Background: an optimization exercise with open tools, aiming at small area, a short achievable clock period and few clock cycles. Do not read the settings as production practice.
RTL that was checked went through simulation tests only; none was proved equivalent to the original.

Setup of lane 1:
// fc_layer_top
module fc_layer_top (
	input  logic                     clk,
	input  logic                     reset_n,
	input  logic                     i_run,       
	input  fc_ctrl_pkg::cnt_t        i_num_cnt,   
	input  fc_data_pkg::data_t       i_node,      
	input  fc_data_pkg::weight_vec_t i_weights,   
	output logic                     o_idle,
	output logic                     o_read,
	output logic                     o_write,
	output logic                     o_done,
	output fc_ctrl_pkg::mem_req_t    o_mem_req,
	output fc_data_pkg::result_vec_t o_results
);
Size in the first run: about 200 I/O pins, about 17000 sq um of cells after synthesis.
clock: 8.0 ns
lec_check: 0
cap_margin: 20
core_margin: 2
core_utilization: 40
cts_cluster_diameter: 100
cts_cluster_size: 30
setup_slack_margin: 5.0
slew_margin: 20
run.sh (not shown) runs the stock make flow with config.mk's settings and CLKGATE_MAP_FILE= SYNTH_SCRIPT=/design/flow/synth_recipe.tcl, a recipe that flattens the netlist after the stock synthesis.
Testbench counts of lane 1, summed over its fixed seeds: cycles 36,227.
diff inputs: lane 1 => lane 2
==> flow/flow/run.sh (new file) <==
#!/bin/bash
# Standard layout (standard.sh, unchanged synthesis), with two changes:
# plain buffers on the ports instead of delay buffers, and timing repair
# aiming further below the clock period. The make output goes to make.log in
# the work folder; ORFS keeps each step's own log under orfs/logs/.
set -euo pipefail
cd "$(dirname "$0")/.."
bash standard.sh "BUFFER_PORTS_ARGS=-buffer_cell sky130_fd_sc_hd__buf_2" \
	SETUP_SLACK_MARGIN=5.3 finish > make.log 2>&1
==> flow/standard.sh (new file) <==
#!/bin/bash
# synth_recipe.tcl (not shown) runs the flow's synth.tcl, then flattens the netlist and writes it again
# the make line also repeats each setting of config.mk as NAME=value (left out here)
make -C /OpenROAD-flow-scripts/flow DESIGN_CONFIG=/design/flow/config.mk WORK_HOME=/design/flow/orfs CLKGATE_MAP_FILE= SYNTH_SCRIPT=/design/flow/synth_recipe.tcl "${@:-finish}"
--- a/flow/config.mk
+++ b/flow/config.mk
@@ -10 +10 @@
-export CORE_UTILIZATION = 40
+export CORE_UTILIZATION = 55
@@ -12,0 +13 @@
+export PLACE_DENSITY = 0.7
removed: flow/run.sh
==> comparison <==
- Between lane 2 and lane 1, the critical path required time does not differ in any meaningful way.
- Reported for lane 1 and lane 2, compound-gate portion of the synthesized area turned out identical to the last digit.
- A cell with the largest stage delay on the worst path of dfrtp_1 is what lane 2 shows, while clkdlybuf4s50_1 belongs to lane 1.
- Routing usage on met1 (higher): lane 2
- Lane 2 against lane 1: fraction of area in clock buffers and inverters climbed 0.25 points, worst slack at placement decreased by 0.21 ns relative to the old numbers, sequential share of layout area +1.5 points, detailed-routed wire length on met2 lower, maximum number of pins on one net before global-route repair increased by 23 relative to the old numbers.
- For lane 1, the origin of the worst setup path was g_lane[3].u_mac_core.acc_hi[0]$_SDFF_PP0_, unlike lane 2, where it was busy_o_q$_DFF_PN0_.
- In the route summary, lane 2 ends up with a via count exceeding that of lane 1.
- o_results[112] as the endpoint of the most critical setup path was reported by lane 1, and o_idle by lane 2.
- Going from lane 1 to lane 2, the global routing usage on met2 was found to have gone up by 7.3 points.
Modified inputs, lane 3 compared to lane 2
--- a/flow/config.mk
+++ b/flow/config.mk
@@ -7,0 +8 @@
+export ABC_AREA = 1
Findings:
Met2 wire length (lane 3 over lane 2): increase, about 7%. Compared with lane 2, first-pass GRT wire length in lane 3 increased by a few percent. Fraction of area in clock buffers and inverters ends up lower on lane 3. On fraction of area in multi-input gates: between lane 3 and lane 2, it ends up higher for lane 2.
--- input diff lane 3..lane 4 ---
--- a/flow/config.mk
+++ b/flow/config.mk
@@ -8 +7,0 @@
-export ABC_AREA = 1
@@ -11 +10 @@
-export CORE_UTILIZATION = 55
+export CORE_UTILIZATION = 40
@@ -14 +12,0 @@
-export PLACE_DENSITY = 0.7
==> run notes <==
- Between lane 3 and lane 4, total of plain and repair buffers excluding clock buffers increased.
- Lane 4 — share of the clock period used by the worst path 0.54 points lower, lane 3 as reference
- Lane 4 ended up with dfrtp_1 as its slowest library cell on the worst path; lane 3 ended up with fa_1.
- Most common cell after layout, fill and taps aside: buf_2 -> lane 4, inv_1 -> lane 3
- Lane 4 — number of cells on the worst reg-to-reg path 2 lower, lane 3 as reference
Setup changes, lane 4 to lane 5
--- a/flow/config.mk
+++ b/flow/config.mk
@@ -10 +10 @@
-export CORE_UTILIZATION = 40
+export CORE_UTILIZATION = 65
@@ -12,0 +13 @@
+export PLACE_DENSITY = 0.8
==> comparison <==
Summary of lane 5 over lane 4: clock-pin slew on the worst setup and hold paths comparable, maximum fanout count along the critical path decreased by 1 relative to the old numbers, least setup slack across all paths after layout lost 0.033 ns, area of the core region went down, worst-margin pin slew comparable. Between lane 4 and lane 5, the flow reports wire length decreasing by a little under 10%. When lane 5 is measured against lane 4, its register fraction of the total cell area turns out 0.68 points higher. [compare] base=lane 4 new=lane 5: area enclosed by the die boundary lower, cell area lower. Utilization up 27 points in lane 5 wrt lane 4.

---

fc_layer_top again, from the RTL that the note above started with.
==> flow/design.v (excerpt) <==
module fc_layer_top (
	input  logic                     clk,
	input  logic                     reset_n,
	input  logic                     i_run,       
	input  fc_ctrl_pkg::cnt_t        i_num_cnt,   
	input  fc_data_pkg::data_t       i_node,      
	input  fc_data_pkg::weight_vec_t i_weights,   
	output logic                     o_idle,
	output logic                     o_read,
	output logic                     o_write,
	output logic                     o_done,
	output fc_ctrl_pkg::mem_req_t    o_mem_req,
	output fc_data_pkg::result_vec_t o_results
);
clock: 8.0 ns
lec_check: 0
cap_margin: 20
core_margin: 2
core_utilization: 40
cts_cluster_diameter: 100
cts_cluster_size: 30
setup_slack_margin: 5.0
slew_margin: 20
standard.sh (not shown) runs the stock make flow with config.mk's settings and CLKGATE_MAP_FILE= SYNTH_SCRIPT=/design/flow/synth_recipe.tcl, a recipe that flattens the netlist after the stock synthesis.
==> flow/flow/run.sh <==
#!/bin/bash
# Standard layout (standard.sh, unchanged synthesis), with two changes:
# plain buffers on the ports instead of delay buffers, and timing repair
# aiming further below the clock period. The make output goes to make.log in
# the work folder; ORFS keeps each step's own log under orfs/logs/.
set -euo pipefail
cd "$(dirname "$0")/.."
bash standard.sh "BUFFER_PORTS_ARGS=-buffer_cell sky130_fd_sc_hd__buf_2" \
	SETUP_SLACK_MARGIN=5.2 finish > make.log 2>&1
The first run passed the timing, DRC and antenna checks.
Testbench counts at the start, summed over its fixed seeds: cycles 36,227.
Then changed:
--- a/flow/flow/run.sh
+++ b/flow/flow/run.sh
@@ -7,3 +7,3 @@
 cd "$(dirname "$0")/.."
 bash standard.sh "BUFFER_PORTS_ARGS=-buffer_cell sky130_fd_sc_hd__buf_2" \
-	SETUP_SLACK_MARGIN=5.2 finish > make.log 2>&1
+	SETUP_SLACK_MARGIN=5.3 finish > make.log 2>&1
Settings changed: CORE_UTILIZATION 40 to 55, PLACE_DENSITY set to 0.7, TNS_END_PERCENT set to 10.
The changed run passed the timing, DRC and antenna checks.
First-iteration DRC count went up by 43%.
Via count went up by 0.33%.
Final area went down by 0.94%.
Non-clock buffer count went down by 1.
Then changed:
Settings changed: CAP_MARGIN 20 to 10, SLEW_MARGIN 20 to 10, TNS_END_PERCENT 10 to not set.
Outcome:
- The new run passed the timing, DRC and antenna checks
- area after synthesis stays the same
- core utilization went up by 0.54 points
- flip-flop and latch count is unchanged
Then changed:
Settings changed: CAP_MARGIN 10 to 20, CORE_UTILIZATION 55 to 40, PLACE_DENSITY 0.7 to not set, SLEW_MARGIN 10 to 20, TNS_END_PERCENT set to 10.
What happened: Final area goes up by 1.1%; sequential share of layout area is lower by 0.73 points; die area climbs by 37%; global-route usage fell by 4.2 points; setup slack degrades by 31 ps; clock-buffer cell count came out higher by 1; routed wire length climbs by 9.8%.

---

## trial 53
Another version of the RTL of fc_layer_top (not shown whole).
Size in the first run: about 1700 cells after synthesis.
==> flow/config.mk <==
export PLATFORM = sky130hd
export DESIGN_NAME = fc_layer_top
export DESIGN_NICKNAME = fc_layer_top
export VERILOG_FILES = /design/flow/design.v
export SDC_FILE = /design/flow/constraint.sdc
export NUM_CORES = 4
export LEC_CHECK = 0
export CAP_MARGIN = 20
export CORE_MARGIN = 2
export CORE_UTILIZATION = 40
export SETUP_SLACK_MARGIN = 5.0
export SLEW_MARGIN = 20
==> flow/constraint.sdc <==
create_clock -name core_clock -period 8.0 [get_ports {clk}]
set_input_delay 1.6000 -clock core_clock [delete_from_list [all_inputs] [get_ports {clk}]]
set_output_delay 1.6000 -clock core_clock [all_outputs]
set_load 0.01 [all_outputs]
run.sh (not shown) runs the stock make flow with config.mk's settings and CLKGATE_MAP_FILE= SYNTH_SCRIPT=/design/flow/synth_recipe.tcl, a recipe that flattens the netlist after the stock synthesis.
Stock flow here: none of the scripts above is used.
Setup changes, trial 53 to trial 35
Settings: CTS_CLUSTER_DIAMETER newly set to 80; CTS_CLUSTER_SIZE newly set to 20.
Findings:
Buffer share of cell area across trial 53 and trial 35: no real change. Layout overhead on the synthesized area in trial 35 is 1.8 points lower than in trial 53. Required arrival time at the worst endpoint up 30 ps in trial 35 wrt trial 53. [trial 35 vs trial 53] global-route usage: lower in trial 35. The run showing the greater minimum setup slack in the final design is trial 53. Higher wire length on met2 was reported by trial 53, not trial 35. Post-route fraction of the period consumed by the critical path essentially unchanged between trial 53 and trial 35. Trial 35 against trial 53: setup clock skew after layout has increased.
No functional check of the RTL was part of any run of this note.

---

Starting RTL as in the previous note.
Settings: LEC_CHECK=0, CAP_MARGIN=20, CORE_MARGIN=2, CORE_UTILIZATION=40, SETUP_SLACK_MARGIN=5.0, SLEW_MARGIN=20; clock period 8.0 ns.
standard.sh (not shown) runs the stock make flow with config.mk's settings and CLKGATE_MAP_FILE= SYNTH_SCRIPT=/design/flow/synth_recipe.tcl, a recipe that flattens the netlist after the stock synthesis.
==> flow/flow/run.sh <==
#!/bin/bash
# Standard layout, with plain buffers on the ports instead of delay buffers.
# The whole make output goes to make.log in the work folder; ORFS keeps each
# step's own log under orfs/logs/.
set -euo pipefail
cd "$(dirname "$0")/.."
bash standard.sh "BUFFER_PORTS_ARGS=-buffer_cell sky130_fd_sc_hd__buf_2" finish > make.log 2>&1
Then changed:
==> flow/run.sh (new file) <==
#!/bin/bash
# synth_recipe.tcl (not shown) runs the flow's synth.tcl, then flattens the netlist and writes it again
# the make line also repeats each setting of config.mk as NAME=value (left out here)
make -C /OpenROAD-flow-scripts/flow DESIGN_CONFIG=/design/flow/config.mk WORK_HOME=/design/flow/orfs CLKGATE_MAP_FILE= SYNTH_SCRIPT=/design/flow/synth_recipe.tcl finish
ABC_AREA = 1   (was default)
removed: flow/flow/run.sh
removed: flow/standard.sh
=>
- sequential cell count does not change
- worst setup slack improves by 0.017 ns
- clock-buffer cell count goes down by 2
Then changed:
ABC_AREA = default   (was 1)
CTS_CLUSTER_DIAMETER = 100   (was default)
CTS_CLUSTER_SIZE = 30   (was default)
Result:
- utilization is lower by 0.87 points
- sequential share of layout area is higher by 1.6 points
Function was not checked in any run of this note: the RTL went through the layout flow alone.

## static timing again, ports no longer ideal
Ports are ideal in the flow. The routed layouts listed here were re-timed in OpenROAD. Step 1, drivers: a clkbuf_16 drives clk and a buf_2 each remaining input, both assumed. Step 2, shift: input delay + t, output delay - t, t = (earliest + latest rising clock arrival at the registers) / 2. This alone moves slack from input paths to output paths. Three values: no drivers, after step 1, after step 2; two values: the first two.
run	t (ns)	slack for setup (ns)	worst setup path after step 2	worst data-port slew with drivers (ns)	cell pins on the clock port's net
lane 1	0.569	4.916 / 4.865 / 4.720	input to register	0.07	1
lane 2	0.551	5.313 / 5.266 / 4.946	input to register	0.04	1
lane 3	0.553	5.288 / 5.262 / 5.255	input to register	0.04	1
lane 4	0.581	5.331 / 5.274 / 5.019	input to register	0.05	1
lane 5	0.541	5.298 / 5.248 / 5.032	input to register	0.03	1
the first run of note 2	0.585	5.244 / 5.185 / 5.026	input to register	0.06	1
the second run of note 2	0.550	5.232 / 5.185 / 4.953	input to register	0.04	1
the third run of note 2	0.551	5.313 / 5.266 / 4.946	input to register	0.04	1
the fourth run of note 2	0.582	5.282 / 5.224 / 5.021	input to register	0.06	1
trial 53	0.591	4.993 / 4.993 / 4.577	input to register	0.08	1
trial 35	0.611	4.985 / 4.985 / 4.583	input to register	0.08	1
the first run of note 4	0.590	4.991 / 4.991 / 4.839	input to register	0.06	1
the second run of note 4	0.590	5.008 / 4.953 / 4.591	input to register	0.05	1
the third run of note 4	0.582	4.962 / 4.962 / 4.573	input to register	0.08	1
After both steps every run listed still meets setup and hold. For the second run of note 4, which loses most, drivers alone change the setup slack by -0.055 ns; drivers and shift together by -0.417 ns.
